Context: an optimization exercise on an open-source flow, tuned for small area and a short achievable clock period. The choices shown serve that exercise and are no tape-out recipe.
Function was checked by simulation only, so behaviour that the tests miss may differ from the original.
Power is estimated from default activity; no workload was simulated.

==> config.mk <==
export PLATFORM = sky130hd
export DESIGN_NAME = fft64_result_collector
export DESIGN_NICKNAME = fft64_result_collector
export VERILOG_FILES = /design/flow/design.v
export SDC_FILE = /design/flow/constraint.sdc
export NUM_CORES = 4
export LEC_CHECK = 0
export CAP_MARGIN = 20
export CORE_MARGIN = 2
export CORE_UTILIZATION = 40
export CTS_CLUSTER_DIAMETER = 100
export CTS_CLUSTER_SIZE = 25
export SETUP_SLACK_MARGIN = 1.7
export SLEW_MARGIN = 20
export SYNTH_HIERARCHICAL = 1
export TNS_END_PERCENT = 100
==> constraint.sdc <==
create_clock -name core_clock -period 4.0 [get_ports {CLK}]
set_input_delay 0.8000 -clock core_clock [delete_from_list [all_inputs] [get_ports {CLK}]]
set_output_delay 0.8000 -clock core_clock [all_outputs]
set_load 0.01 [all_outputs]
==> design.v <==
module fft64_result_collector (
    input  logic        CLK,
    input  logic        RST,
    input  logic        ED,
    input  logic        RDY,
    input  logic [5:0]  ADDR,
    input  logic [18:0] DOR,
    input  logic [18:0] DOI,
    input  logic        OVF1,
    input  logic        OVF2,
    output logic        M_VALID,
    input  logic        M_READY,
    output logic [18:0] M_DR,
    output logic [18:0] M_DI,
    output logic [5:0]  M_IDX,
    output logic        M_LAST,
    output logic [1:0]  M_OVF,
    output logic        BUSY,
    output logic [7:0]  DROP_CNT
);
    logic        drain;       
    logic [5:0]  cnt;         
    logic [1:0]  frame_ovf;
    logic [37:0] mem [1:63];
    logic [63:0] rsel;        
    logic [5:0]  cnt_d;
    logic capture, we, drop, load, first, ld_rd, drain_d, we0;
    assign capture = BUSY && !drain;
    assign we      = ED && (BUSY ? !drain : RDY);
    assign drop    = ED && RDY && BUSY;
    assign first   = drain && !M_VALID;
    assign load    = drain && (!M_VALID || (M_READY && !M_LAST));
    assign ld_rd   = drain && M_VALID && M_READY && !M_LAST;
    assign M_OVF   = frame_ovf;
    assign we0     = we && (ADDR == 6'd0);
    assign drain_d = (capture && ED && !RDY && (cnt == 6'd63)) ||
                     (drain && !(M_VALID && M_READY && M_LAST));
    always_ff @(posedge CLK or posedge RST) begin
        if (RST) begin
            BUSY     <= 1'b0;
            drain    <= 1'b0;
            M_VALID  <= 1'b0;
            DROP_CNT <= 8'd0;
        end else begin
            if (drop && (DROP_CNT != 8'hFF)) DROP_CNT <= DROP_CNT + 8'd1;
            if (!BUSY) begin
                if (ED && RDY) BUSY <= 1'b1;
            end else if (!drain) begin
                if (ED && !RDY && (cnt == 6'd63)) drain <= 1'b1;
            end else begin
                if (load) M_VALID <= 1'b1;
                else if (M_READY && M_LAST) begin
                    M_VALID <= 1'b0;
                    BUSY    <= 1'b0;
                    drain   <= 1'b0;
                end
            end
        end
    end
    always_comb begin
        cnt_d = cnt;
        if (ED && RDY && !(BUSY && drain)) cnt_d = 6'd1;
        else if ((capture && ED) || load)  cnt_d = cnt + 6'd1;
    end
    always_ff @(posedge CLK) begin
        cnt <= cnt_d;
        for (int k = 0; k < 64; k++) rsel[k] <= drain_d && (cnt_d == 6'(k));
        if (ED && RDY && !(BUSY && drain)) frame_ovf <= {OVF2, OVF1};
        else if (capture && ED)            frame_ovf <= frame_ovf | {OVF2, OVF1};
    end
    always_ff @(posedge CLK) begin
        for (int k = 1; k < 64; k++)
            if (we && (ADDR == 6'(k))) mem[k] <= {DOR, DOI};
    end
    logic [37:0] rd;
    genvar gb;
    generate
        for (gb = 0; gb < 38; gb++) begin : g_rd
            logic [63:0] col;
            assign col[0] = (gb < 19) ? DOI[gb % 19] : DOR[gb % 19];
            for (genvar k = 1; k < 64; k++) begin : g_c
                assign col[k] = mem[k][gb];
            end
            fft64_rdbit u_rd (.sel({rsel[63:1], we0}), .d(col), .q(rd[gb]));
        end
    endgenerate
    always_ff @(posedge CLK) begin
        if (we0 || ld_rd) {M_DR, M_DI} <= rd;
        if (load) begin
            M_IDX  <= cnt;
            M_LAST <= rsel[63];
        end
    end
endmodule
module fft64_rdbit (
    input  logic [63:0] sel,
    input  logic [63:0] d,
    output logic        q
);
    logic [21:0] g_n;    
    logic [5:0]  h;      
    logic [2:0]  m_n;
    for (genvar j = 0; j < 21; j++) begin : g_a
        fft64_aoi222 u_a (.a(sel[3*j+2:3*j]), .b(d[3*j+2:3*j]), .y(g_n[j]));
    end
    fft64_nand2 u_a21 (.a(sel[63]), .b(d[63]), .y(g_n[21]));
    for (genvar j = 0; j < 4; j++) begin : g_h
        fft64_nand4 u_h (.a(g_n[4*j+3:4*j]), .y(h[j]));
    end
    fft64_nand3 u_h4 (.a(g_n[18:16]), .y(h[4]));
    fft64_nand3 u_h5 (.a(g_n[21:19]), .y(h[5]));
    for (genvar j = 0; j < 3; j++) begin : g_m
        fft64_nor2 u_m (.a(h[2*j+1:2*j]), .y(m_n[j]));
    end
    fft64_nand3 u_q (.a(m_n), .y(q));
endmodule
module fft64_aoi222 (
    input  logic [2:0] a,
    input  logic [2:0] b,
    output logic       y
);
    assign y = ~((a[0] & b[0]) | (a[1] & b[1]) | (a[2] & b[2]));
endmodule
module fft64_nand2 (
    input  logic a,
    input  logic b,
    output logic y
);
    assign y = ~(a & b);
endmodule
module fft64_nand3 (
    input  logic [2:0] a,
    output logic       y
);
    assign y = ~&a;
endmodule
module fft64_nand4 (
    input  logic [3:0] a,
    output logic       y
);
    assign y = ~&a;
endmodule
module fft64_nor2 (
    input  logic [1:0] a,
    output logic       y
);
    assign y = ~|a;
endmodule
==> flow/run.sh <==
#!/bin/bash
set -euo pipefail
bash standard.sh MATCH_CELL_FOOTPRINT=0 "BUFFER_PORTS_ARGS=-buffer_cell sky130_fd_sc_hd__buf_2" finish > run_standard.log 2>&1
==> standard.sh <==
#!/bin/bash
# synth_recipe.tcl (not shown) runs the flow's synth.tcl, then flattens the netlist and writes it again
# the make line also repeats each setting of config.mk as NAME=value (left out here)
make -C /OpenROAD-flow-scripts/flow DESIGN_CONFIG=/design/flow/config.mk WORK_HOME=/design/flow/orfs CLKGATE_MAP_FILE= SYNTH_SCRIPT=/design/flow/synth_recipe.tcl "${@:-finish}"
==> results of run 1 <==
[layout by cell type, fill, tap and decap left out, drive strengths merged, types with 19 or more instances in the layout]
cell type,count
edfxtp,2441
nand2,62
dfxtp,69
nor3,45
nand4,158
a222oi,798
clkbuf,171
buf,322
nand3,129
nor4,19
nor2,194
[area by class of cell]
class,instances,area share
inverter,4,0.000193
antenna,5,0.000129
clock inverter,4,0.000554
tap,2838,0.0365
sequential,2521,0.773
multi-input combinational,1491,0.129
timing repair buffer,333,0.0293
clock buffer,160,0.0307
[cells by family (layout without fill, tap and decap cells)]
group | Yosys count | count (layout)
adder cells (fa/ha/maj) | 2 | 2
buffers and inverters | 29 | 501
AO/OA/AOI/OAI | 839 | 839
XOR/XNOR | 12 | 12
multiplexers | 3 | 3
other | 0 | 5
flip-flops | 2521 | 2521
AND/OR/NAND/NOR | 635 | 635
[Yosys stat by module (local to each module, per instance), a selection]
module,cell area [um^2],copies in the design,flip-flops and latches
fft64_aoi222,10.0,798,0
fft64_nand2,3.75,38,0
fft64_nand3,5.00,114,0
fft64_nand4,6.26,152,0
fft64_nor2,3.75,114,0
fft64_result_collector,76700,1,2521
[metrics by stage]
stage          cell area (um^2)  hold WS [ns]
3_5_place_dp              92800         0.482
2_1_floorplan             87200         0.432
4_1_cts                   96600         0.118
3_3_place_gp              92800         0.481
5_1_grt                   97100         0.142
6_report                  97200         0.144
[sequential cells by signal (all words and copies together) (netlist names)]
register   count
M_LAST         1
M_DR          19
drain          1
mem         2394
DROP_CNT       8
rsel          63
cnt            6
M_VALID        1
BUSY           1
M_DI          19
frame_ovf      2
M_IDX          6
[where the power goes]
part | switching [mW] | internal, mW | leakage (nW) | total [mW]
Clock | 7.71 | 5.20 | 1.46 | 12.9
Combinational | 1.04 | 0.270 | 5.05 | 1.31
Sequential | 0.109 | 29.0 | 22.7 | 29.1
Total | 8.85 | 34.5 | 29.2 | 43.4
[repair_timing]
action                                  in CTS  in global routing
setup buffers                               22                 22
hold buffers                                 0                  0
pin swaps                                   29                 73
gates cloned                                 2                  4
gates resized for setup                    144                 74
endpoints found under the setup margin    2561                953
[path summary, 6_finish.rpt]
path                             startpoint     endpoint  slack [ns]  cells past startpoint
min in group core_clock                 RDY         BUSY        0.35                      3
worst max register to register     rsel[32]      M_DI[6]        1.65                      6
worst min-delay path                    RST      M_VALID        0.14                      2
worst max-delay path               M_DI[11]     M_DI[11]        1.61                      1
worst min register to register  DROP_CNT[6]  DROP_CNT[6]        0.50                      1
max in group asynchronous               RST         BUSY        3.40                      2
[layer usage]
layer,part of all wire,vias up,wire (um),track usage
met2,0.47,3029,122000,0.359
met3,0.12,296,30300,0.0457
met5,0.000042,-,11,0
met1,0.38,24912,100000,0.319
li1,-,19334,-,-
met4,0.031,2,8090,0.0637
==> flow_metrics.py, run 1 <==
metrics = {
    "run_status": {
        "status": "no timing/DRC/antenna violations",
    },
    "setup_path": {
        "crit_required_ns": 3.20,
        "start_kind": "flop",
        "path_buf_inv": 1,
        "crit_arrival_ns": 1.59,
        "critPathCaptureType": "primary output",
        "crit_type": "flop to primary output",
        "cp_slowest_stage_delay_ns": 0.59,
        "worst_path_max_delay_cell": "edfxtp_1",
        "path_cells": "buf_2",
        "critical-path-top-delay-family": "flip-flops",
        "cp_max_fo": 1,
    },
    "synth": {
        "ys_seq_elements": 2521,
        "yosysMostFrequentCell": "edfxtp_1",
        "yosysTopAreaCell": "edfxtp_1",
        "synth.distinct_cells": 56,
        "synth.cell_area_um2": 86800,
        "synthXorXnorAreaFrac": 0.00121,
        "ys.flop_type": "edfxtp_1",
        "ys_seq_area_frac": 0.864,
        "synth-edff-count": 2441,
        "synth_fa_ha_area_frac": 0.000288,
        "synth-compound-area-share": 0.0958,
        "syn_inst": 4041,
        "synth.top_cell.area_share": 0.845,
        "synth-simple-area-share": 0.0368,
        "synth_top_family_by_area": "compound AO/OA/AOI/OAI gates",
        "syn_avg_cell_area_um2": 21.5,
        "async_reset_ff_frac": 0.00436,
        "synth.area.top_cells": "edfxtp_1, a222oi_1, dfxtp_1",
        "muxShareOfSynthArea": 0.000361,
        "synthTopCellsByCount": "edfxtp_1, a222oi_1, nor2_1",
        "synth_nets": 4094,
        "ys_warn_count": 8,
    },
    "clock_tree": {
        "clockBufferDepth": 3,
        "clock-sinks": 2521,
        "cts_tree": "yes",
        "clk_pin_slew_worst_paths_ns": 0.10,
        "cts_made_buffers": 110,
        "cts_max_level": 3,
        "cts-root-buf": "clkbuf_16",
        "clk_latency_ns": 0.80,
    },
    "sta": {
        "period_share": 0.598,
        "finalCriticalPeriod_ns": 2.39,
        "max_freq_ghz": 0.418,
        "fin_worst_skew_ns": 0.0299,
        "tns_ns": 0,
        "finalWorstSetupSlack_ns": 1.61,
        "hold_violations": 0,
        "drv_slew": 0,
        "grt_setup_unrepaired": "true",
        "max_slew_margin": 0.197,
        "setup_violations": 0,
        "worst_slew_pin_slew_ns": 1.20,
    },
    "cells_and_area": {
        "final_layout_size_suffix_gt1_frac": 0.148,
        "nets": 4514,
        "fill_cells": 17977,
        "register_area_um2": 75100,
        "multi_input_area_um2": 12500,
        "syn_to_final_growth_pct": 12.0,
        "instances_no_fill": 7356,
        "fin_util": 0.452,
    },
    "grt": {
        "grt_max_degree": 64,
        "grt.overflow.total": 0,
        "grt_pass1_vias": 43755,
        "antenna_found_initial": 30,
        "grtUsageTotal": 0.226,
        "grt_pass1_wl_um": 353000,
    },
    "route": {
        "via_per_inst": 6.47,
        "drtAntennaViolNets": 0,
        "firstDrtPassIters": 10,
        "drcViolationCount": 0,
        "wl_per_cell_um": 35.4,
        "routed_wl_um": 261000,
        "drt-initial-drc-count": 10391,
        "via_count": 47573,
    },
    "floorplan": {
        "pin_count": 108,
        "coreArea_um2": 215000,
        "initial_core_util": 0.403,
        "die_h_um": 470,
        "die-area_um2": 221000,
        "rows": 170,
        "die_w_um": 470,
    },
    "placed_design": {
        "place.detailed.hpwl_um": 152000,
        "dp_cells": 7137,
        "place_congestion": 0.858,
        "io_buffers": 107,
        "pre_cts_ws_ns": 0.913,
    },
    "power": {
        "leakagePower_nw": 29.2,
        "p_per_area_nw_per_um2": 446,
        "ir_drop_v": 0.000356,
        "power.total_mw": 43.4,
    },
    "run": {
        "cap_viol_max_count": 0,
    },
    "hold_path": {
        "hold_class": "input pin to asynchronous set/reset pin",
    },
}
==> run 2: changes to the inputs <==
--- a/design.v
+++ b/design.v
@@ -21,2 +21,3 @@
     logic        drain;       
+    logic        capt;        
     logic [5:0]  cnt;         
@@ -24,7 +25,9 @@
     logic [37:0] mem [1:63];
-    logic [63:0] rsel;        
+    logic [63:0] rsel_i;      
+    logic [63:0] rsel_r;      
     logic [5:0]  cnt_d;
-    logic capture, we, drop, load, first, ld_rd, drain_d, we0;
-    assign capture = BUSY && !drain;
-    assign we      = ED && (BUSY ? !drain : RDY);
+    logic capture, we, drop, load, first, ld_rd, drain_d, we0, start, ld_out;
+    assign capture = capt;
+    assign we      = ED && !drain;
+    assign start   = ED && RDY && !drain;
     assign drop    = ED && RDY && BUSY;
@@ -41,2 +44,3 @@
             drain    <= 1'b0;
+            capt     <= 1'b0;
             M_VALID  <= 1'b0;
@@ -46,5 +50,11 @@
             if (!BUSY) begin
-                if (ED && RDY) BUSY <= 1'b1;
+                if (ED && RDY) begin
+                    BUSY <= 1'b1;
+                    capt <= 1'b1;
+                end
             end else if (!drain) begin
-                if (ED && !RDY && (cnt == 6'd63)) drain <= 1'b1;
+                if (ED && !RDY && (cnt == 6'd63)) begin
+                    drain <= 1'b1;
+                    capt  <= 1'b0;
+                end
             end else begin
@@ -61,3 +71,3 @@
         cnt_d = cnt;
-        if (ED && RDY && !(BUSY && drain)) cnt_d = 6'd1;
+        if (start)                         cnt_d = 6'd1;
         else if ((capture && ED) || load)  cnt_d = cnt + 6'd1;
@@ -66,5 +76,8 @@
         cnt <= cnt_d;
-        for (int k = 0; k < 64; k++) rsel[k] <= drain_d && (cnt_d == 6'(k));
-        if (ED && RDY && !(BUSY && drain)) frame_ovf <= {OVF2, OVF1};
-        else if (capture && ED)            frame_ovf <= frame_ovf | {OVF2, OVF1};
+        for (int k = 0; k < 64; k++) begin
+            rsel_i[k] <= drain_d && (cnt_d == 6'(k));
+            rsel_r[k] <= drain_d && ((load || (capture && ED)) ? (cnt == 6'(k - 1)) : (cnt == 6'(k)));
+        end
+        frame_ovf <= ({2{start}} & {OVF2, OVF1}) |
+                     ({2{!start}} & (frame_ovf | ({2{capture && ED}} & {OVF2, OVF1})));
     end
@@ -83,3 +96,14 @@
             end
-            fft64_rdbit u_rd (.sel({rsel[63:1], we0}), .d(col), .q(rd[gb]));
+            fft64_rdbit u_rd (.sel(gb < 19 ? {rsel_i[63:1], we0} : {rsel_r[63:1], we0}), .d(col), .q(rd[gb]));
+        end
+    endgenerate
+    assign ld_out = we0 || ld_rd;
+    logic [37:0] m_d;
+    logic [6:0]  i_d;
+    generate
+        for (gb = 0; gb < 38; gb++) begin : g_hm
+            fft64_mux2 u_h (.s(ld_out), .a(rd[gb]), .b(gb < 19 ? M_DI[gb % 19] : M_DR[gb % 19]), .y(m_d[gb]));
+        end
+        for (gb = 0; gb < 7; gb++) begin : g_hi
+            fft64_mux2 u_h (.s(load), .a(gb < 6 ? cnt[gb % 6] : rsel_i[63]), .b(gb < 6 ? M_IDX[gb % 6] : M_LAST), .y(i_d[gb]));
         end
@@ -87,7 +111,4 @@
     always_ff @(posedge CLK) begin
-        if (we0 || ld_rd) {M_DR, M_DI} <= rd;
-        if (load) begin
-            M_IDX  <= cnt;
-            M_LAST <= rsel[63];
-        end
+        {M_DR, M_DI}    <= m_d;
+        {M_LAST, M_IDX} <= i_d;
     end
@@ -148 +169,9 @@
 endmodule
+module fft64_mux2 (
+    input  logic s,
+    input  logic a,
+    input  logic b,
+    output logic y
+);
+    assign y = s ? a : b;
+endmodule
--- a/config.mk
+++ b/config.mk
@@ -9,6 +9,7 @@
 export CORE_MARGIN = 2
-export CORE_UTILIZATION = 40
+export CORE_UTILIZATION = 55
 export CTS_CLUSTER_DIAMETER = 100
 export CTS_CLUSTER_SIZE = 25
-export SETUP_SLACK_MARGIN = 1.7
+export PLACE_DENSITY = 0.68
+export SETUP_SLACK_MARGIN = 1.8
 export SLEW_MARGIN = 20
==> run 2 against run 1 <==
Sequential power rose by 2%. Maximum frequency rose by 4.0%. Synthesized cell count rose by 5.4%. Setup slack improved by 0.091 ns. Final cell count fell by 6.6%. Critical path type unchanged. Largest power group unchanged.
==> flow_metrics.py, run 2 <==
metrics = {
    "route": {
        "via_per_inst": 7.11,
        "routed_wl_um": 246000,
        "drcViolationCount": 0,
        "drt-initial-drc-count": 10509,
        "drtAntennaViolNets": 0,
        "firstDrtPassIters": 9,
        "wl_per_cell_um": 35.8,
        "via_count": 48874,
    },
    "clock_tree": {
        "cts_tree": "yes",
        "cts_max_level": 3,
        "clock-sinks": 2585,
        "cts-root-buf": "clkbuf_16",
        "clockBufferDepth": 3,
        "clk_pin_slew_worst_paths_ns": 0.10,
        "clk_latency_ns": 0.78,
        "postCtsHoldBufs": 0,
        "cts_made_buffers": 113,
    },
    "synth": {
        "yosysTopAreaCell": "edfxtp_1",
        "synthTopCellsByCount": "edfxtp_1, a222oi_1, nor2_1",
        "synth-edff-count": 2394,
        "async_reset_ff_frac": 0.00464,
        "synth_nets": 4317,
        "synth.area.top_cells": "edfxtp_1, a222oi_1, dfxtp_1",
        "ys.flop_type": "edfxtp_1",
        "synth.top_cell.area_share": 0.809,
        "synth.distinct_cells": 65,
        "ys_warn_count": 8,
        "ys_seq_elements": 2585,
        "yosysMostFrequentCell": "edfxtp_1",
        "syn_avg_cell_area_um2": 20.8,
        "synth.cell_area_um2": 88800,
        "syn_inst": 4261,
        "ys_seq_area_frac": 0.853,
    },
    "cells_and_area": {
        "regMostFlops": "mem",
        "register_area_um2": 76000,
        "multi_input_area_um2": 13700,
        "final_common_cell": "edfxtp_1",
        "largest_register_ffs": 2394,
        "final_cell_mix": "edfxtp_1, a222oi_1, nand4_1",
        "fill_cells": 11180,
        "final_layout_size_suffix_gt1_frac": 0.158,
        "top_regs": "mem (2394), rsel_i (63), rsel_r (63)",
        "fin_area_um2": 98200,
        "syn_to_final_growth_pct": 10.5,
        "nets": 4697,
    },
    "grt": {
        "grt_pass1_vias": 45482,
        "grt_pass1_wl_um": 342000,
        "antenna_found_initial": 15,
        "grtUsageTotal": 0.295,
        "grt_max_degree": 64,
        "grt.overflow.total": 0,
    },
    "sta": {
        "fin_worst_skew_ns": 0.0354,
        "period_share": 0.575,
        "worst_slew_pin_slew_ns": 1.18,
        "grt_setup_unrepaired": "true",
        "tns_ns": 0,
        "finalCriticalPeriod_ns": 2.30,
        "setup_violations": 0,
        "max_slew_margin": 0.210,
        "drv_slew": 0,
        "hold_violations": 0,
        "max_freq_ghz": 0.435,
    },
    "placed_design": {
        "io_buffers": 107,
        "place_congestion": 0.920,
        "placed_area_um2": 93800,
        "place.detailed.hpwl_um": 143000,
    },
    "setup_path": {
        "critPathLaunch": "M_VALID",
        "reg2reg_slack_ns": 1.71,
        "path_cells": "buf_6",
        "r2r-end": "M_DI[3]",
        "regToRegStartpoint": "rsel_i[60]",
        "cp.depth": 1,
        "cp_slowest_stage_delay_ns": 0.56,
        "crit_required_ns": 3.20,
        "worst_path_max_delay_cell": "dfrtp_2",
        "critPathCaptureType": "primary output",
        "critical-path-top-delay-family": "flip-flops",
        "cp-endpoint": "M_VALID",
        "start_kind": "flop",
        "crit_type": "flop to primary output",
        "worstRegToRegCells": 5,
        "path_buf_inv": 1,
        "cp_max_fo": 7,
        "crit_arrival_ns": 1.50,
    },
    "floorplan": {
        "die_h_um": 406,
        "die-area_um2": 165000,
        "rows": 147,
        "initial_core_util": 0.553,
        "coreArea_um2": 161000,
        "die_w_um": 406,
        "pin_count": 108,
    },
    "power": {
        "ir_drop_v": 0.000422,
        "leakagePower_nw": 30.0,
        "power.total_mw": 44.4,
        "p_per_area_nw_per_um2": 452,
    },
    "run_status": {
        "status": "no timing/DRC/antenna violations",
    },
    "run": {
        "cap_viol_max_count": 0,
    },
    "hold_path": {
        "hold_class": "input pin to asynchronous set/reset pin",
    },
}
## run 2: cell count changes in the layout (fill, tap and decap cells not counted), moves of 9 or more
cell,delta
dfxtp_2,+63
edfxtp_1,-47
dfxtp_1,+62
mux2_4,+45
buf_12,+10
clkbuf_1,+9
buf_6,-13
nor2_1,+35
dfxtp_4,-15
nor3_1,+35
buf_4,-14
## run 2: modules after synthesis, one instance, submodules excluded, a selection
module / flops+latches / cells
fft64_nand3: 0 / 1
fft64_nand2: 0 / 1
fft64_nor2: 0 / 1
fft64_result_collector: 2585 / 3000
fft64_nand4: 0 / 1
fft64_mux2: 0 / 1
fft64_aoi222: 0 / 1
## run 2: how the worst min path moves through the flow
stage	start	endpoint	slack [ns]	cells past startpoint
floorplan	cnt[5]	M_IDX[5]	0.46	1
global placement	frame_ovf[0]	frame_ovf[0]	0.47	1
detailed placement	M_DI[14]	M_DI[14]	0.47	1
CTS	RST	DROP_CNT[1]	0.07	2
global route	RST	DROP_CNT[1]	0.12	2
finish	RST	BUSY	0.09	2
## run 2: kinds of logic (layout without fill, tap and decap cells)
logic type,count (synthesis),in the layout,synth area share
AO/OA/AOI/OAI,836,836,0.0934
AND/OR/NAND/NOR,728,728,0.0411
multiplexers,52,52,0.00845
flip-flops,2585,2585,0.853
adder cells (fa/ha/maj),5,5,0.000704
XOR/XNOR,10,10,0.00107
buffers and inverters,45,488,0.00234
other,0,6,0
## run 2: final cells by class
cell class	count	share of cell area
Sequential cell	2585	0.774
Multi-Input combinational cell	1631	0.139
Clock buffer	170	0.0310
Tap cell	2160	0.0275
Timing Repair Buffer	301	0.0266
Clock inverter	8	0.00101
Inverter	9	0.000344
Antenna cell	6	0.000153
## run 2: per-layer routing
layer / vias up / routed length, um / GRT usage
met4: 10 / 10000 / 0.107
met5: - / 62 / 0
met2: 3455 / 116000 / 0.467
li1: 19998 / - / -
met3: 352 / 29900 / 0.0506
met1: 25059 / 89700 / 0.418
## run 2: report_power, final
part	leakage [nW]	total, mW	switching [mW]	internal (mW)
sequential	23.2	29.8	0.113	29.7
clock	1.51	13.1	7.78	5.31
combinational	5.35	1.51	1.17	0.334
## run 2: metrics by stage
stage	std cells	setup slack (ns)	utilization	hold WS, ns
floorplan	4261	1.08	-	0.459
global placement	6643	0.765	0.584	0.469
detailed placement	6644	0.643	0.584	0.473
CTS	6842	1.71	0.608	0.0741
global route	6865	1.70	0.611	0.116
finish	6870	1.70	0.611	0.0854
## run 2: timing repair
action                     in CTS  in global routing
pin swaps                      22                 50
setup endpoints to repair    2029                536
buffers inserted               18                 18
gates resized for setup       221                 84
cloned                          2                  4
==> run 3: changes to the inputs <==
--- a/config.mk
+++ b/config.mk
@@ -9,6 +9,6 @@
 export CORE_MARGIN = 2
-export CORE_UTILIZATION = 55
+export CORE_UTILIZATION = 65
 export CTS_CLUSTER_DIAMETER = 100
 export CTS_CLUSTER_SIZE = 25
-export PLACE_DENSITY = 0.68
+export PLACE_DENSITY = 0.76
 export SETUP_SLACK_MARGIN = 1.8
==> run 3 against run 2 <==
Sequential cell count stayed put. Worst hold slack got worse by 0.015 ns. Synthesized cell count stayed put. Combinational power up 14%. Final cell count shrank 4.8%. Critical endpoint is now mem[49][20]. Largest power group unchanged. Via count rose by 2.2%. Global-route usage up 4.6 points. Core utilization increased by 11 points. Sequential share of layout area decreased by 0.15 points. Die area decreased by 15%. Non-clock buffer count increased by 34. Register-to-register slack got worse by 0.05 ns.
==> flow_metrics.py, run 3 <==
metrics = {
    "route": {
        "routed_wl_um": 244000,
        "via_count": 49968,
        "via_per_inst": 7.64,
        "drtAntennaViolNets": 0,
        "drcViolationCount": 0,
        "firstDrtPassIters": 10,
        "drt-initial-drc-count": 11184,
        "wl_per_cell_um": 37.3,
    },
    "clock_tree": {
        "cts-root-buf": "clkbuf_16",
        "clockBufferDepth": 3,
        "postCtsHoldBufs": 0,
        "clk_pin_slew_worst_paths_ns": 0.10,
        "clock-sinks": 2585,
        "cts_max_level": 3,
        "cts_made_buffers": 113,
        "cts_tree": "yes",
        "clk_latency_ns": 0.78,
    },
    "sta": {
        "setup_violations": 0,
        "hold_violations": 0,
        "max_freq_ghz": 0.423,
        "grt_setup_unrepaired": "true",
        "worst_slew_pin_slew_ns": 1.32,
        "fin_worst_skew_ns": 0.0471,
        "period_share": 0.591,
        "finalWorstSetupSlack_ns": 1.64,
        "finalCriticalPeriod_ns": 2.36,
        "drv_slew": 0,
        "tns_ns": 0,
        "max_slew_margin": 0.122,
    },
    "synth": {
        "yosysMostFrequentCell": "edfxtp_1",
        "ys_warn_count": 8,
        "ys_seq_elements": 2585,
        "synth-edff-count": 2394,
        "synth.distinct_cells": 65,
        "synth.top_cell.area_share": 0.809,
        "yosysTopAreaCell": "edfxtp_1",
        "syn_inst": 4261,
        "synthTopCellsByCount": "edfxtp_1, a222oi_1, nor2_1",
        "async_reset_ff_frac": 0.00464,
        "synth_nets": 4317,
        "synth.cell_area_um2": 88800,
        "syn_avg_cell_area_um2": 20.8,
        "ys.flop_type": "edfxtp_1",
        "synth.area.top_cells": "edfxtp_1, a222oi_1, dfxtp_1",
        "ys_seq_area_frac": 0.853,
    },
    "setup_path": {
        "worstRegToRegCells": 5,
        "critPathCaptureType": "flop",
        "cp_max_fo": 38,
        "worst_path_max_delay_cell": "nand2_1",
        "crit_type": "input pin to flop",
        "regToRegStartpoint": "cnt[4]",
        "path_cells": "buf_2 -> nor2_1 -> nand2_1 -> nor2_4 -> buf_4",
        "reg2reg_slack_ns": 1.66,
        "crit_arrival_ns": 2.75,
        "path_buf_inv": 2,
        "cp_slowest_stage_delay_ns": 0.59,
        "critical-path-top-delay-family": "simple AND/OR/NAND/NOR gates",
        "start_kind": "input pin",
        "r2r-end": "rsel_i[58]",
        "crit_required_ns": 4.39,
    },
    "floorplan": {
        "die_h_um": 374,
        "rows": 135,
        "pin_count": 108,
        "die-area_um2": 140000,
        "coreArea_um2": 136000,
        "initial_core_util": 0.655,
        "die_w_um": 374,
    },
    "cells_and_area": {
        "regMostFlops": "mem",
        "largest_register_ffs": 2394,
        "top_regs": "mem (2394), rsel_i (63), rsel_r (63)",
        "final_common_cell": "edfxtp_1",
        "syn_to_final_growth_pct": 10.7,
        "fin_util": 0.725,
        "final_cell_mix": "edfxtp_1, a222oi_1, nand4_1",
        "nets": 4735,
        "final_layout_size_suffix_gt1_frac": 0.172,
    },
    "placed_design": {
        "place.detailed.hpwl_um": 139000,
        "io_buffers": 107,
        "place_congestion": 0.967,
        "pre_cts_ws_ns": 0.656,
    },
    "grt": {
        "grtUsageTotal": 0.341,
        "grt_pass1_wl_um": 338000,
        "grt_max_degree": 64,
        "grt.overflow.total": 0,
        "antenna_found_initial": 8,
        "grt_pass1_vias": 46688,
    },
    "power": {
        "leakagePower_nw": 30.3,
        "p_per_area_nw_per_um2": 455,
        "ir_drop_v": 0.000403,
        "power.total_mw": 44.7,
    },
    "hold_path": {
        "hold_class": "input pin to asynchronous set/reset pin",
    },
    "run_status": {
        "status": "no timing/DRC/antenna violations",
    },
    "run": {
        "cap_viol_max_count": 0,
    },
}
==> run 3: repair_timing <==
| action | in CTS | in global routing |
|---|---|---|
| gates cloned | 5 | 6 |
| buffers inserted | 38 | 51 |
| gates resized for setup | 207 | 145 |
| pin swaps | 31 | 64 |
| setup endpoints to repair | 2536 | 821 |
==> run 3: final cells by class <==
| cell class | instances | area [um^2] |
|---|---|---|
| timing repair buffer | 335 | 2870 |
| clock inverter | 3 | 33.8 |
| inverter | 9 | 42.5 |
| fill | 7638 | 37300 |
| antenna | 4 | 10.0 |
| tap | 1781 | 2230 |
| sequential | 2585 | 76000 |
| clock buffer | 187 | 3190 |
| multi-input combinational | 1635 | 14000 |
==> run 3: metal layers <==
layer / vias to the layer above / GRT usage / wire length [um]
li1: 20078 / - / -
met1: 24935 / 0.466 / 80700
met2: 4347 / 0.530 / 114000
met3: 598 / 0.0704 / 34200
met4: 10 / 0.177 / 15400
met5: - / 0.00172 / 63
==> run 3: per-stage QoR <==
| step | area, um^2 | cells | hold WS, ns |
|---|---|---|---|
| floorplan | 89200 | 4261 | 0.459 |
| global placement | 93100 | 6245 | 0.458 |
| detailed placement | 93100 | 6245 | 0.477 |
| CTS | 97300 | 6478 | 0.0501 |
| global route | 98300 | 6535 | 0.104 |
| finish | 98300 | 6539 | 0.0705 |
==> run 3: power breakdown <==
group	leakage (nW)	internal, mW	total [mW]	switching [mW]
registers	23.2	29.7	29.8	0.114
clock network	1.54	5.49	13.2	7.70
logic	5.58	0.418	1.72	1.30
==> run 3: worst max-delay path by stage <==
stage / endpoint / start / cells after the start / slack (ns)
3_5_place_dp: mem[63][21] / ED / 6 / 0.66
3_3_place_gp: mem[63][21] / ED / 6 / 0.70
6_report: mem[49][20] / ADDR[2] / 5 / 1.64
4_1_cts: rsel_i[47] / cnt[3] / 6 / 1.73
2_1_floorplan: M_DI[0] / ED / 6 / 1.08
5_1_grt: mem[49][19] / ADDR[3] / 5 / 1.57
==> run 3: cell families after synthesis <==
group                    count (synthesis)  synth area share
AO/OA/AOI/OAI                          836            0.0934
adder cells (fa/ha/maj)                  5          0.000704
flip-flops                            2585             0.853
multiplexers                            52           0.00845
XOR/XNOR                                10           0.00107
buffers and inverters                   45           0.00234
AND/OR/NAND/NOR                        728            0.0411
==> run 3: modules after synthesis, one instance, submodules excluded, a selection <==
module                  cells  flip-flops and latches  cell area [um^2]  times used
fft64_aoi222                1                       0              10.0         798
fft64_mux2                  1                       0              15.0          45
fft64_nand2                 1                       0              3.75          38
fft64_nand3                 1                       0              5.00         114
fft64_nand4                 1                       0              6.26         152
fft64_nor2                  1                       0              3.75         114
fft64_result_collector   3000                    2585             78100           1
==> run 4: changes to the inputs <==
--- a/design.v
+++ b/design.v
@@ -22,2 +22,4 @@
     logic        capt;        
+    logic        drain_w;     
+    logic        vld;         
     logic [5:0]  cnt;         
@@ -28,14 +30,14 @@
     logic [5:0]  cnt_d;
-    logic capture, we, drop, load, first, ld_rd, drain_d, we0, start, ld_out;
+    logic capture, we, drop, load, first, ld_rd, drain_d, we0, start, ld_out, last63;
     assign capture = capt;
-    assign we      = ED && !drain;
+    assign we      = ED && !drain_w;
     assign start   = ED && RDY && !drain;
     assign drop    = ED && RDY && BUSY;
-    assign first   = drain && !M_VALID;
-    assign load    = drain && (!M_VALID || (M_READY && !M_LAST));
-    assign ld_rd   = drain && M_VALID && M_READY && !M_LAST;
+    assign first   = drain && !vld;
+    assign load    = drain && (!vld || (M_READY && !M_LAST));
+    assign ld_rd   = drain && vld && M_READY && !M_LAST;
     assign M_OVF   = frame_ovf;
     assign we0     = we && (ADDR == 6'd0);
-    assign drain_d = (capture && ED && !RDY && (cnt == 6'd63)) ||
-                     (drain && !(M_VALID && M_READY && M_LAST));
+    assign last63  = capture && ED && !RDY && (cnt == 6'd63);
+    assign drain_d = last63 || (drain && !(vld && M_READY && M_LAST));
     always_ff @(posedge CLK or posedge RST) begin
@@ -46,4 +48,9 @@
             M_VALID  <= 1'b0;
+            vld      <= 1'b0;
+            drain_w  <= 1'b0;
             DROP_CNT <= 8'd0;
         end else begin
+            vld     <= drain && !(vld && M_READY && M_LAST);
+            M_VALID <= drain && !(M_VALID && M_READY && M_LAST);
+            drain_w <= last63 || (drain_w && !(vld && M_READY && M_LAST));
             if (drop && (DROP_CNT != 8'hFF)) DROP_CNT <= DROP_CNT + 8'd1;
@@ -60,5 +67,3 @@
             end else begin
-                if (load) M_VALID <= 1'b1;
-                else if (M_READY && M_LAST) begin
-                    M_VALID <= 1'b0;
+                if (!load && M_READY && M_LAST) begin
                     BUSY    <= 1'b0;
--- a/config.mk
+++ b/config.mk
@@ -9,7 +9,7 @@
 export CORE_MARGIN = 2
-export CORE_UTILIZATION = 65
+export CORE_UTILIZATION = 55
 export CTS_CLUSTER_DIAMETER = 100
 export CTS_CLUSTER_SIZE = 25
-export PLACE_DENSITY = 0.76
-export SETUP_SLACK_MARGIN = 1.8
+export PLACE_DENSITY = 0.68
+export SETUP_SLACK_MARGIN = 1.85
 export SLEW_MARGIN = 20
==> run 4 against run 3 <==
Still clean on timing, DRC and antenna. Synthesized cell count is essentially flat. First-iteration DRC count grew 3.1%. Via count shrank 1.8%. Maximum frequency grew 3.4%. Non-clock buffer count shrank 8. Sequential share of layout area shrank 0.26 points. Highest routed layer unchanged.
==> flow_metrics.py, run 4 <==
metrics = {
    "clock_tree": {
        "clk_latency_ns": 0.77,
        "cts-root-buf": "clkbuf_16",
        "clk_pin_slew_worst_paths_ns": 0.10,
        "postCtsHoldBufs": 0,
        "cts_tree": "yes",
        "clockBufferDepth": 3,
        "cts_made_buffers": 113,
        "clock-sinks": 2587,
        "cts_max_level": 3,
    },
    "placed_design": {
        "io_buffers": 107,
        "place_congestion": 0.882,
        "place.detailed.hpwl_um": 143000,
    },
    "power": {
        "ir_drop_v": 0.000427,
        "pwr-share-comb": 0.157,
        "leakagePower_nw": 30.3,
        "p_clk_frac": 0.250,
        "p_per_area_nw_per_um2": 542,
        "p_int_mw": 39.0,
        "power_frac_seq": 0.592,
        "p_sw_frac": 0.271,
        "p_switching_mw": 14.5,
    },
    "floorplan": {
        "rows": 147,
        "pin_count": 108,
        "die_h_um": 406,
        "coreArea_um2": 160000,
        "initial_core_util": 0.554,
        "die-area_um2": 165000,
        "die_w_um": 406,
    },
    "synth": {
        "synth.area.top_cells": "edfxtp_1, a222oi_1, dfxtp_1",
        "syn_avg_cell_area_um2": 20.9,
        "ys.flop_type": "edfxtp_1",
        "synth.cell_area_um2": 88800,
        "synth_nets": 4315,
        "yosysMostFrequentCell": "edfxtp_1",
        "async_reset_ff_frac": 0.00541,
        "synth-edff-count": 2394,
        "ys_seq_area_frac": 0.854,
        "synth.top_cell.area_share": 0.809,
        "synth.distinct_cells": 59,
        "ys_warn_count": 8,
        "yosysTopAreaCell": "edfxtp_1",
        "ys_seq_elements": 2587,
        "synthTopCellsByCount": "edfxtp_1, a222oi_1, nor2_1",
        "syn_inst": 4259,
    },
    "cells_and_area": {
        "final_cell_mix": "edfxtp_1, a222oi_1, nand4_1",
        "final_layout_size_suffix_gt1_frac": 0.165,
        "top_regs": "mem (2394), rsel_i (63), rsel_r (63)",
        "final_common_cell": "edfxtp_1",
        "nets": 4718,
        "fill_cells": 11066,
        "regMostFlops": "mem",
        "largest_register_ffs": 2394,
        "syn_to_final_growth_pct": 11.2,
    },
    "grt": {
        "grt_pass1_wl_um": 340000,
        "grt_max_degree": 64,
        "grt.overflow.total": 0,
        "antenna_found_initial": 20,
        "grt_pass1_vias": 45673,
        "grtUsageTotal": 0.293,
    },
    "sta": {
        "grt_setup_unrepaired": "true",
        "period_share": 0.571,
        "max_slew_margin": 0.177,
        "fin_worst_skew_ns": 0.0301,
        "hold_violations": 0,
        "tns_ns": 0,
        "hold_ws_ns": 0.118,
        "setup_violations": 0,
        "max_freq_ghz": 0.438,
        "worst_slew_pin_slew_ns": 1.23,
        "finalCriticalPeriod_ns": 2.29,
        "drv_slew": 0,
    },
    "route": {
        "drt-initial-drc-count": 11526,
        "via_count": 49076,
        "via_per_inst": 7.09,
        "wl_per_cell_um": 35.5,
        "routed_wl_um": 246000,
        "firstDrtPassIters": 10,
        "drcViolationCount": 0,
        "drtAntennaViolNets": 0,
    },
    "setup_path": {
        "crit_required_ns": 4.71,
        "crit_arrival_ns": 3.00,
        "cp_max_fo": 9,
        "critPathCaptureType": "flop",
        "crit_type": "flop to flop",
        "start_kind": "flop",
    },
    "run_status": {
        "status": "no timing/DRC/antenna violations",
    },
    "run": {
        "cap_viol_max_count": 0,
    },
    "hold_path": {
        "hold_class": "input pin to asynchronous set/reset pin",
    },
}
## run 4: per-stage QoR
step,cell area (um^2),std cells,power [mW],setup slack [ns],util
global placement,93800,6642,39.3,0.637,0.585
finish,98700,6922,53.5,1.71,0.616
CTS,98100,6893,53.0,1.78,0.612
floorplan,89200,4259,35.6,1.04,-
detailed placement,93800,6643,39.4,0.540,0.585
global route,98700,6920,54.8,1.64,0.616
## run 4: path summary, 6_finish.rpt
check,start,endpoint,slack [ns],cells past startpoint
hold / removal,RST,DROP_CNT[2],0.12,2
hold reg to reg,frame_ovf[0],frame_ovf[0],0.49,1
setup / recovery,drain_w,M_DI[9],1.71,9
setup reg to reg,drain_w,M_DI[9],1.71,9
max in group asynchronous,RST,drain,3.39,2
min in group core_clock,OVF1,frame_ovf[0],0.26,2
## run 4: timing repair
item,CTS,global route
endpoints found under the setup margin,1254,1118
pin swaps,22,31
setup buffers,37,22
cloned,1,4
gates resized for setup,278,86
## run 4: power groups by stage
stage / sequential (mW) / combinational [mW] / clock (mW)
global route: 31.7 / 8.84 / 14.3
floorplan: 31.4 / 4.19 / 0
finish: 31.7 / 8.42 / 13.4
detailed placement: 32.1 / 7.37 / 0
CTS: 31.6 / 7.93 / 13.5
global placement: 32.1 / 7.23 / 0
## run 4: critical path: stages, from the launching register on
cell	delay [ns]
dfrtp_1	0.41
nand2b_4	0.16
or3_4	0.45
nor2_4	0.32
buf_6	0.31
a222oi_1	0.15
nand4_1	0.15
nor2_1	0.05
nand3_1	0.09
mux2_4	0.13
## run 4: cells by family after synthesis
| family | share of synthesized area |
|---|---|
| compound gates | 0.0929 |
| xor+xnor | 0.00128 |
| fa+ha+maj | 0.000704 |
| buf+inv | 0.00279 |
| flops | 0.854 |
| mux | 0.00855 |
| simple gates | 0.0400 |
## run 4: layout make-up
class                      count  area, um^2  area share
antenna                        3        7.51   0.0000760
multi-input combinational   1623       13800       0.139
tap                         2160        2700      0.0274
timing repair buffer         327        2900      0.0293
clock inverter                 3        28.8    0.000291
inverter                      10        41.3    0.000418
sequential                  2587       76000       0.770
clock buffer                 209        3280      0.0333
## run 4: modules after synthesis, one instance, submodules excluded, a selection
| module | copies in the design | flops+latches |
|---|---|---|
| fft64_nor2 | 114 | 0 |
| fft64_result_collector | 1 | 2587 |
| fft64_mux2 | 45 | 0 |
| fft64_nand2 | 38 | 0 |
| fft64_nand3 | 114 | 0 |
| fft64_aoi222 | 798 | 0 |
| fft64_nand4 | 152 | 0 |
## run 4: routing by layer
metal | GRT usage | share of wire | vias to the layer above | wire [um]
met3 | 0.0672 | 0.15 | 340 | 36600
met5 | 0 | 0.00014 | - | 34
met4 | 0.0820 | 0.030 | 6 | 7300
li1 | - | - | 20024 | -
met1 | 0.434 | 0.37 | 24990 | 91100
met2 | 0.441 | 0.45 | 3716 | 111000
==> run 5: changes to the inputs <==
--- a/design.v
+++ b/design.v
@@ -92,3 +92,4 @@
     end
-    logic [37:0] rd;
+    logic [37:0] m_d;
+    assign ld_out = we0 || ld_rd;
     genvar gb;
@@ -101,12 +102,8 @@
             end
-            fft64_rdbit u_rd (.sel(gb < 19 ? {rsel_i[63:1], we0} : {rsel_r[63:1], we0}), .d(col), .q(rd[gb]));
+            fft64_rdbit u_rd (.sel(gb < 19 ? {rsel_i[63:1], we0} : {rsel_r[63:1], we0}), .d(col),
+                              .ld(ld_out), .qh(gb < 19 ? M_DI[gb % 19] : M_DR[gb % 19]), .q(m_d[gb]));
         end
     endgenerate
-    assign ld_out = we0 || ld_rd;
-    logic [37:0] m_d;
     logic [6:0]  i_d;
     generate
-        for (gb = 0; gb < 38; gb++) begin : g_hm
-            fft64_mux2 u_h (.s(ld_out), .a(rd[gb]), .b(gb < 19 ? M_DI[gb % 19] : M_DR[gb % 19]), .y(m_d[gb]));
-        end
         for (gb = 0; gb < 7; gb++) begin : g_hi
@@ -123,2 +120,4 @@
     input  logic [63:0] d,
+    input  logic        ld,
+    input  logic        qh,
     output logic        q
@@ -128,2 +127,3 @@
     logic [2:0]  m_n;
+    logic        hold_n;
     for (genvar j = 0; j < 21; j++) begin : g_a
@@ -140,3 +140,11 @@
     end
-    fft64_nand3 u_q (.a(m_n), .y(q));
+    fft64_nor2 u_hn (.a({ld, qh}), .y(hold_n));
+    fft64_aoi41 u_q (.a({ld, m_n}), .b(hold_n), .y(q));
+endmodule
+module fft64_aoi41 (
+    input  logic [3:0] a,
+    input  logic       b,
+    output logic       y
+);
+    assign y = ~(&a | b);
 endmodule
==> run 5 against run 4 <==
Still clean on timing, DRC and antenna. Via count grew 1.2%. Sequential share of layout area shrank 1.0 points. Critical path depth shrank 1. Critical path type unchanged. Critical endpoint is now M_DR[6]. Largest power group unchanged.
==> flow_metrics.py, run 5 <==
metrics = {
    "run_status": {
        "status": "no timing/DRC/antenna violations",
    },
    "synth": {
        "syn_inst": 4259,
        "yosysTopAreaCell": "edfxtp_1",
        "ys_warn_count": 8,
        "synth.cell_area_um2": 88800,
        "synthTopCellsByCount": "edfxtp_1, a222oi_1, nor2_1",
        "ys_seq_elements": 2587,
        "ys.flop_type": "edfxtp_1",
        "synth_nets": 4315,
        "yosysMostFrequentCell": "edfxtp_1",
        "async_reset_ff_frac": 0.00541,
        "synth.area.top_cells": "edfxtp_1, a222oi_1, dfxtp_1",
        "syn_avg_cell_area_um2": 20.9,
        "ys_seq_area_frac": 0.854,
        "synth.top_cell.area_share": 0.809,
        "synth.distinct_cells": 60,
        "synth-edff-count": 2394,
    },
    "cells_and_area": {
        "fin_area_um2": 100000,
        "final_cell_mix": "edfxtp_1, a222oi_1, nand4_1",
        "top_regs": "mem (2394), rsel_i (63), rsel_r (63)",
        "nets": 4761,
        "largest_register_ffs": 2394,
        "regMostFlops": "mem",
        "final_common_cell": "edfxtp_1",
        "fill_cells": 10973,
        "syn_to_final_growth_pct": 12.6,
        "final_layout_size_suffix_gt1_frac": 0.170,
    },
    "route": {
        "via_count": 49681,
        "drt-met1-wl_um": 93300,
        "wl_met2_um": 115000,
        "via_per_inst": 7.13,
        "firstDrtPassIters": 10,
        "wl_per_cell_um": 36.3,
        "drcViolationCount": 0,
        "drt-initial-drc-count": 10692,
        "top_layer": "met5",
        "drtAntennaViolNets": 0,
        "route.met3.wl_um": 36800,
        "routed_wl_um": 253000,
    },
    "grt": {
        "grt_pass1_vias": 45435,
        "grt_max_degree": 64,
        "grtUsageTotal": 0.297,
        "grt.overflow.total": 0,
        "grt_pass1_wl_um": 343000,
        "antenna_found_initial": 15,
    },
    "sta": {
        "drv_slew": 0,
        "tns_ns": 0,
        "max_slew_margin": 0.190,
        "grt_setup_unrepaired": "true",
        "worst_slew_pin_slew_ns": 1.21,
        "finalCriticalPeriod_ns": 2.34,
        "max_freq_ghz": 0.427,
        "setup_violations": 0,
        "hold_violations": 0,
        "period_share": 0.586,
        "fin_worst_skew_ns": 0.0412,
    },
    "setup_path": {
        "critPathCaptureType": "flop",
        "path_cells": "nand2b_4 -> or3_4 -> buf_6 -> buf_12 -> o22ai_4 -> clkbuf_16 -> clkbuf_16 -> a41oi_2",
        "crit_required_ns": 4.63,
        "reg2reg_slack_ns": 1.66,
        "path_common_cell": "clkbuf_16",
        "critical-path-top-delay-family": "buffers and inverters",
        "worst_path_max_delay_cell": "dfrtp_1",
        "crit_arrival_ns": 2.97,
        "cp_slowest_stage_delay_ns": 0.43,
        "crit_type": "flop to flop",
        "path_buf_inv": 4,
        "cp_max_fo": 6,
        "start_kind": "flop",
    },
    "power": {
        "leakagePower_nw": 30.3,
        "power_frac_seq": 0.578,
        "ir_drop_v": 0.000492,
        "pwr-share-comb": 0.180,
        "p_per_area_nw_per_um2": 548,
        "p_int_mw": 39.0,
        "p_switching_mw": 15.9,
        "p_clk_frac": 0.242,
        "p_sw_frac": 0.289,
        "power.total_mw": 54.8,
    },
    "floorplan": {
        "pin_count": 108,
        "initial_core_util": 0.554,
        "die_h_um": 406,
        "rows": 147,
        "die_w_um": 406,
        "die-area_um2": 165000,
        "coreArea_um2": 160000,
    },
    "clock_tree": {
        "postCtsHoldBufs": 0,
        "clock-sinks": 2587,
        "cts_made_buffers": 113,
        "cts-root-buf": "clkbuf_16",
        "clk_pin_slew_worst_paths_ns": 0.11,
        "cts_tree": "yes",
        "cts_max_level": 3,
        "clk_latency_ns": 0.80,
        "clockBufferDepth": 3,
    },
    "placed_design": {
        "place.detailed.hpwl_um": 142000,
        "place_congestion": 0.921,
        "io_buffers": 107,
        "placed_area_um2": 93800,
    },
    "run": {
        "cap_viol_max_count": 0,
    },
    "hold_path": {
        "hold_class": "input pin to asynchronous set/reset pin",
    },
}
## run 5: routing by layer
metal  global-route usage  vias up
met5                    0        -
met3               0.0756      346
met1                0.437    25351
met2                0.445     3788
met4               0.0796        8
li1                     -    20188
## run 5: through the flow
stage	std cells	worst slack [ns]	util	hold slack, ns
4_1_cts	6907	1.72	0.616	0.0891
3_3_place_gp	6638	0.832	0.585	0.460
2_1_floorplan	4259	0.879	-	0.459
6_report	6964	1.66	0.624	0.124
5_1_grt	6962	1.62	0.624	0.144
3_5_place_dp	6638	0.783	0.585	0.468
## run 5: repair_timing
item                       in CTS  in global routing
gates resized for setup       327                143
cloned                         25                 22
pin swaps                      20                 39
hold endpoints to repair        0                  0
setup endpoints to repair    1807               1225
buffers inserted               32                 33
## run 5: worst paths after layout
kind,start,endpoint,cells past startpoint
max in group asynchronous,RST,drain,2
min reg2reg,frame_ovf[1],frame_ovf[1],1
min,RST,M_VALID,2
min in group core_clock,OVF2,frame_ovf[1],2
max reg2reg,drain_w,M_DR[6],8
max,drain_w,M_DR[6],8
## run 5: per-module statistics from Yosys (local to each module, per instance), excerpt
module / times used / cell area (um^2) / flip-flops and latches
fft64_aoi41: 38 / 16.3 / 0
fft64_nand2: 38 / 3.75 / 0
fft64_result_collector: 1 / 78100 / 2587
fft64_mux2: 7 / 15.0 / 0
fft64_nand3: 76 / 5.00 / 0
fft64_aoi222: 798 / 10.0 / 0
fft64_nand4: 152 / 6.26 / 0
fft64_nor2: 152 / 3.75 / 0
## run 5: kinds of logic (layout without fill, tap and decap cells)
family	Yosys count	count (layout)	synth area share
and+or+nand+nor	716	731	0.0395
muxes	15	15	0.00213
adders and majority gates	5	5	0.000704
xor gates and xnor gates	13	13	0.00128
DFF	2587	2587	0.854
other	0	2	0
AOI/OAI and AO/OA	872	872	0.0999
buffers and inverters	51	579	0.00279
## run 5: power groups by stage
stage,Clock (mW),Combinational [mW],Sequential (mW)
detailed placement,0,7.65,32.1
global route,14.3,10.1,31.7
floorplan,0,3.77,31.4
global placement,0,7.50,32.1
CTS,13.3,8.55,31.6
finish,13.3,9.84,31.7
## run 5: area by class of cell
class	count	area [um^2]	share of cell area
Sequential cell	2587	76000	0.760
Multi-Input combinational cell	1636	14100	0.141
Timing Repair Buffer	357	3940	0.0394
Clock buffer	208	3210	0.0321
Tap cell	2160	2700	0.0270
Clock inverter	4	50.0	0.000500
Inverter	10	41.3	0.000413
Antenna cell	2	5.00	0.0000500

[separate check: timing with driven ports]
How much do the figures lean on ideal ports? The routed layouts below were timed once more, with nothing changed but the port constraints.
Step 1 sets driving cells, clkbuf_16 on the clock port and buf_2 on the other inputs (assumed; they add their load-dependent delay and slew).
Step 2 moves the port delays by t, midway between the first and last clock arrival at a register: inputs arrive t later, outputs are due t later. That takes back most of the time a late clock gives input paths.
a / b / c = ideal / step 1 / step 2; a / b = the first two.
run | t, ns | setup slack, ns | latest minus earliest clock arrival (ns)
run 1 | 0.870 | 1.610 / 1.521 / 1.050 | 0.036 / 0.036
run 2 | 0.854 | 1.701 / 1.616 / 0.906 | 0.045 / 0.044
run 3 | 0.851 | 1.638 / 1.632 / 0.805 | 0.057 / 0.057
run 4 | 0.853 | 1.714 / 1.686 / 0.834 | 0.038 / 0.037
run 5 | 0.854 | 1.656 / 1.648 / 0.794 | 0.046 / 0.046
After both steps every run listed still meets setup and hold. The setup slack of run 4, which loses most, moves by -0.028 ns with the drivers and by -0.880 ns with both steps.
